Source: an optimization exercise on an open RTL-to-GDS flow (aim: small area and few clock cycles). Production flows keep margins and buffers that such runs may drop.
The RTL was checked by simulation tests, not by an equivalence proof against the original design.
Power is estimated from default activity; no workload was simulated.

## dbf_table_stream_parser_unit
module dbf_table_stream_parser_unit #(
	parameter int MAX_FIELDS = dbfp_pkg::MAX_FIELDS_DEF
) (
	input  wire logic        clk,
	input  wire logic        arst_n,
	input  wire logic        in_valid,
	output logic             in_ready,
	input  wire logic [7:0]  data_byte,
	input  wire logic        end_of_input,
	output logic             out_valid,
	input  wire logic        out_ready,
	output logic [2:0]       kind,
	output logic [31:0]      record_index,
	output logic [7:0]       field_index,
	output logic [3:0]       field_type,
	output logic [7:0]       field_byte,
	output logic             last_of_field,
	output logic             deleted,
	output logic [31:0]      ext_offset,
	output logic [15:0]      ext_length,
	output logic [1:0]       error_code,
	output logic [23:0]      date_stamp,
	output logic [8:0]       field_count
);
Size: roughly 3,300 flip-flops, about 160 I/O pins, about 84,000 sq um of cells after synthesis.
==> flow/config.mk <==
export PLATFORM = sky130hd
export DESIGN_NAME = dbf_table_stream_parser_unit
export DESIGN_NICKNAME = dbf_table_stream_parser_unit
export VERILOG_FILES = /design/flow/design.v
export SDC_FILE = /design/flow/constraint.sdc
export NUM_CORES = 4
export LEC_CHECK = 0
export CAP_MARGIN = 20
export CORE_MARGIN = 2
export CORE_UTILIZATION = 65
export CTS_CLUSTER_DIAMETER = 100
export CTS_CLUSTER_SIZE = 30
export SLEW_MARGIN = 20
export SYNTH_MEMORY_MAX_BITS = 16384
==> flow/constraint.sdc <==
create_clock -name core_clock -period 10.0 [get_ports {clk}]
set_input_delay 2.0000 -clock core_clock [delete_from_list [all_inputs] [get_ports {clk}]]
set_output_delay 2.0000 -clock core_clock [all_outputs]
set_load 0.01 [all_outputs]
standard.sh (not shown) runs the stock make flow with config.mk's settings and CLKGATE_MAP_FILE= SYNTH_SCRIPT=/design/flow/synth_recipe.tcl, a recipe that flattens the netlist after the stock synthesis.
==> flow/flow/run.sh <==
#!/bin/bash
# The standard layout (standard.sh, unchanged synthesis, floorplan, power grid, placement, clock
# tree, routing), with one change: the buffers that buffer_ports puts on every input and output
# port are sky130_fd_sc_hd__buf_1 instead of the buffer it picks by default.
# ORFS writes each tool's log under orfs/logs/; make's own output goes to make.log here.
set -euo pipefail
export BUFFER_PORTS_ARGS="-buffer_cell sky130_fd_sc_hd__buf_1"
bash standard.sh > make.log 2>&1
Testbench counts at the start, summed over its fixed seeds: cycles 155,495.
==> next run, changes <==
--- a/flow/design.v
+++ b/flow/design.v
@@ -81,15 +81,15 @@
 	localparam int DEPTH = 1 << IW;
 	localparam logic [CW-1:0] MAXF = CW'(MAX_FIELDS);
 	localparam logic [2:0] PH_HEADER = 3'd0;
 	localparam logic [2:0] PH_FLAG   = 3'd1;
 	localparam logic [2:0] PH_FIELD  = 3'd2;
 	localparam logic [2:0] PH_DONE   = 3'd3;
 	localparam logic [2:0] PH_ERROR  = 3'd4;
-	localparam int TP = 4;
+	localparam int TP = 8;
 	localparam int TPW = (TP > 1) ? $clog2(TP) : 1;
 	localparam int RL = (TP == 1) ? DEPTH + 1 : DEPTH + TP;
 	localparam int RW = $clog2(RL);
 	logic [RL*12-1:0] ring_q;
 	logic [RW-1:0] rp_q, fs_q, ls_q;
 	logic          bpend_q;
 	logic [2:0]    phase_q, phase_n;
- The changed run completed with no timing, DRC or antenna violations
- clock-buffer cell count rose by 3
- worst setup slack improves by 160 ps
- non-clock buffer count stays the same
- total power rose by 3.4%
- via count fell by 9.6%
- critical path depth fell by 2
- synthesized area fell by 2.3%
- routed wire length fell by 8.9%
Testbench counts after the change, summed over its fixed seeds: cycles 157,470.

--- another note on this design; it stands on its own ---

Setup of JK:
==> flow/design.v (excerpt) <==
module dbf_table_stream_parser_unit #(
	parameter int MAX_FIELDS = dbfp_pkg::MAX_FIELDS_DEF
) (
	input  wire logic        clk,
	input  wire logic        arst_n,
	input  wire logic        in_valid,
	output logic             in_ready,
	input  wire logic [7:0]  data_byte,
	input  wire logic        end_of_input,
	output logic             out_valid,
	input  wire logic        out_ready,
	output logic [2:0]       kind,
	output logic [31:0]      record_index,
	output logic [7:0]       field_index,
	output logic [3:0]       field_type,
	output logic [7:0]       field_byte,
	output logic             last_of_field,
	output logic             deleted,
	output logic [31:0]      ext_offset,
	output logic [15:0]      ext_length,
	output logic [1:0]       error_code,
	output logic [23:0]      date_stamp,
	output logic [8:0]       field_count
);
For scale: about 5,200 cells after synthesis, about 3,400 flip-flops, roughly 160 I/O pins, about 81,000 um^2 of cells after synthesis.
clock: 10.0 ns
lec_check: 0
cap_margin: 20
core_margin: 2
core_utilization: 65
cts_cluster_diameter: 90
cts_cluster_size: 27
slew_margin: 20
synth_memory_max_bits: 16384
standard.sh (not shown) runs the stock make flow with config.mk's settings and CLKGATE_MAP_FILE= SYNTH_SCRIPT=/design/flow/synth_recipe.tcl, a recipe that flattens the netlist after the stock synthesis.
==> flow/flow/run.sh <==
#!/bin/bash
# The standard layout (standard.sh, unchanged synthesis, floorplan, power grid, placement, clock
# tree, routing), with one change: the buffers that buffer_ports puts on every input and output
# port are sky130_fd_sc_hd__buf_1 instead of the buffer it picks by default.
# ORFS writes each tool's log under orfs/logs/; make's own output goes to make.log here.
set -euo pipefail
export BUFFER_PORTS_ARGS="-buffer_cell sky130_fd_sc_hd__buf_1"
bash standard.sh > make.log 2>&1
JK: all stages complete, timing, DRC and antenna checks passed
Testbench counts of JK, summed over its fixed seeds: cycles 157,470.
#### Input delta (MS over JK)
Settings: GPL_TIMING_DRIVEN now 0, previously not set; CTS_CLUSTER_DIAMETER now 100, was 90; CTS_CLUSTER_SIZE now 30, was 27.
==> run notes <==
In the tables for JK and MS, slack of the critical path reads lower with MS. Placer's final routability congestion estimate: JK and MS compared, lower one is JK. JK → MS: cell depth of the worst setup path moved up; utilization held. Diff JK -> MS | power per unit of standard cell area | down slightly.

---

dbf_table_stream_parser_unit again, from the RTL that the note above started with.
Settings: LEC_CHECK=0, CAP_MARGIN=20, CORE_MARGIN=2, CORE_UTILIZATION=65, CTS_CLUSTER_DIAMETER=80, CTS_CLUSTER_SIZE=24, SLEW_MARGIN=20, SYNTH_MEMORY_MAX_BITS=16384; clock period 10.0 ns.
Scripts as last shown in full above: flow/flow/run.sh
Testbench counts at the start, summed over its fixed seeds: cycles 157,470.
Next try:
Settings changed: CAP_MARGIN 20 to 0, CTS_CLUSTER_DIAMETER 80 to 100, CTS_CLUSTER_SIZE 24 to 30, SLEW_MARGIN 20 to 0.
After rerunning: This time the run completed and failed the layout checks on capacitance limit, slew limit. Hold slack degrades by 0.0045 ns. Total power falls by a few percent. Worst setup slack degrades by 0.17 ns. Via count falls slightly.
Next try:
Settings changed: CAP_MARGIN 0 to 20, SLEW_MARGIN 0 to 20.
The new run passed the timing, DRC and antenna checks. Total power stays flat. Final area hardly moves. Final cell count is about the same. Count of clock-buffer cells in the layout grows by 3. Global-route usage came out lower by 0.10 points. Critical path depth does not change. Sequential cell count stays the same. Synthesized area is unchanged.
Next try:
==> flow/run.sh (new file) <==
#!/bin/bash
# synth_recipe.tcl (not shown) runs the flow's synth.tcl, then flattens the netlist and writes it again
# the make line also repeats each setting of config.mk as NAME=value (left out here)
make -C /OpenROAD-flow-scripts/flow DESIGN_CONFIG=/design/flow/config.mk WORK_HOME=/design/flow/orfs CLKGATE_MAP_FILE= SYNTH_SCRIPT=/design/flow/synth_recipe.tcl finish
Settings changed: CTS_CLUSTER_DIAMETER 100 to 80, CTS_CLUSTER_SIZE 30 to 24.
removed: flow/flow/run.sh
removed: flow/standard.sh
What happened: Sequential cell count stays the same. Wire length grows by 1.0%. Design area grows by 2.2%. Via count grows by 1.0%. Final cell count grows by 0.67%. Synthesized area is unchanged.

[re-timing with driven ports]
The flow's constraints put no driver on any port. The routed layouts listed below were extracted and timed again, unchanged, in two steps.
Step 1, drivers: a clkbuf_16 drives clk and a buf_2 each remaining input, both assumed.
Step 2 moves the port delays by t, midway between the first and last clock arrival at a register: inputs arrive t later, outputs are due t later. That takes back most of the time a late clock gives input paths.
Slacks: ideal ports / drivers / drivers and shift; pairs: ideal ports / drivers.
| run | t, ns | setup WS [ns] | worst slew at a driven data input, ns |
|---|---|---|---|
| the first run of note 1 | 0.878 | 1.886 / 1.804 / 2.682 | 0.11 |
| the second run of note 1 | 0.867 | 2.050 / 1.970 / 2.561 | 0.13 |
| JK | 0.878 | 2.280 / 2.205 / 2.736 | 0.10 |
| MS | 0.858 | 1.096 / 1.021 / 1.782 | 0.10 |
| the first run of note 3 | 0.853 | 2.247 / 2.173 / 2.700 | 0.08 |
| the second run of note 3 | 0.863 | 2.072 / 1.998 / 2.611 | 0.08 |
| the third run of note 3 | 0.875 | 2.260 / 2.184 / 2.672 | 0.09 |
| the fourth run of note 3 | 0.883 | 1.844 / 1.769 / 1.860 | 0.09 |
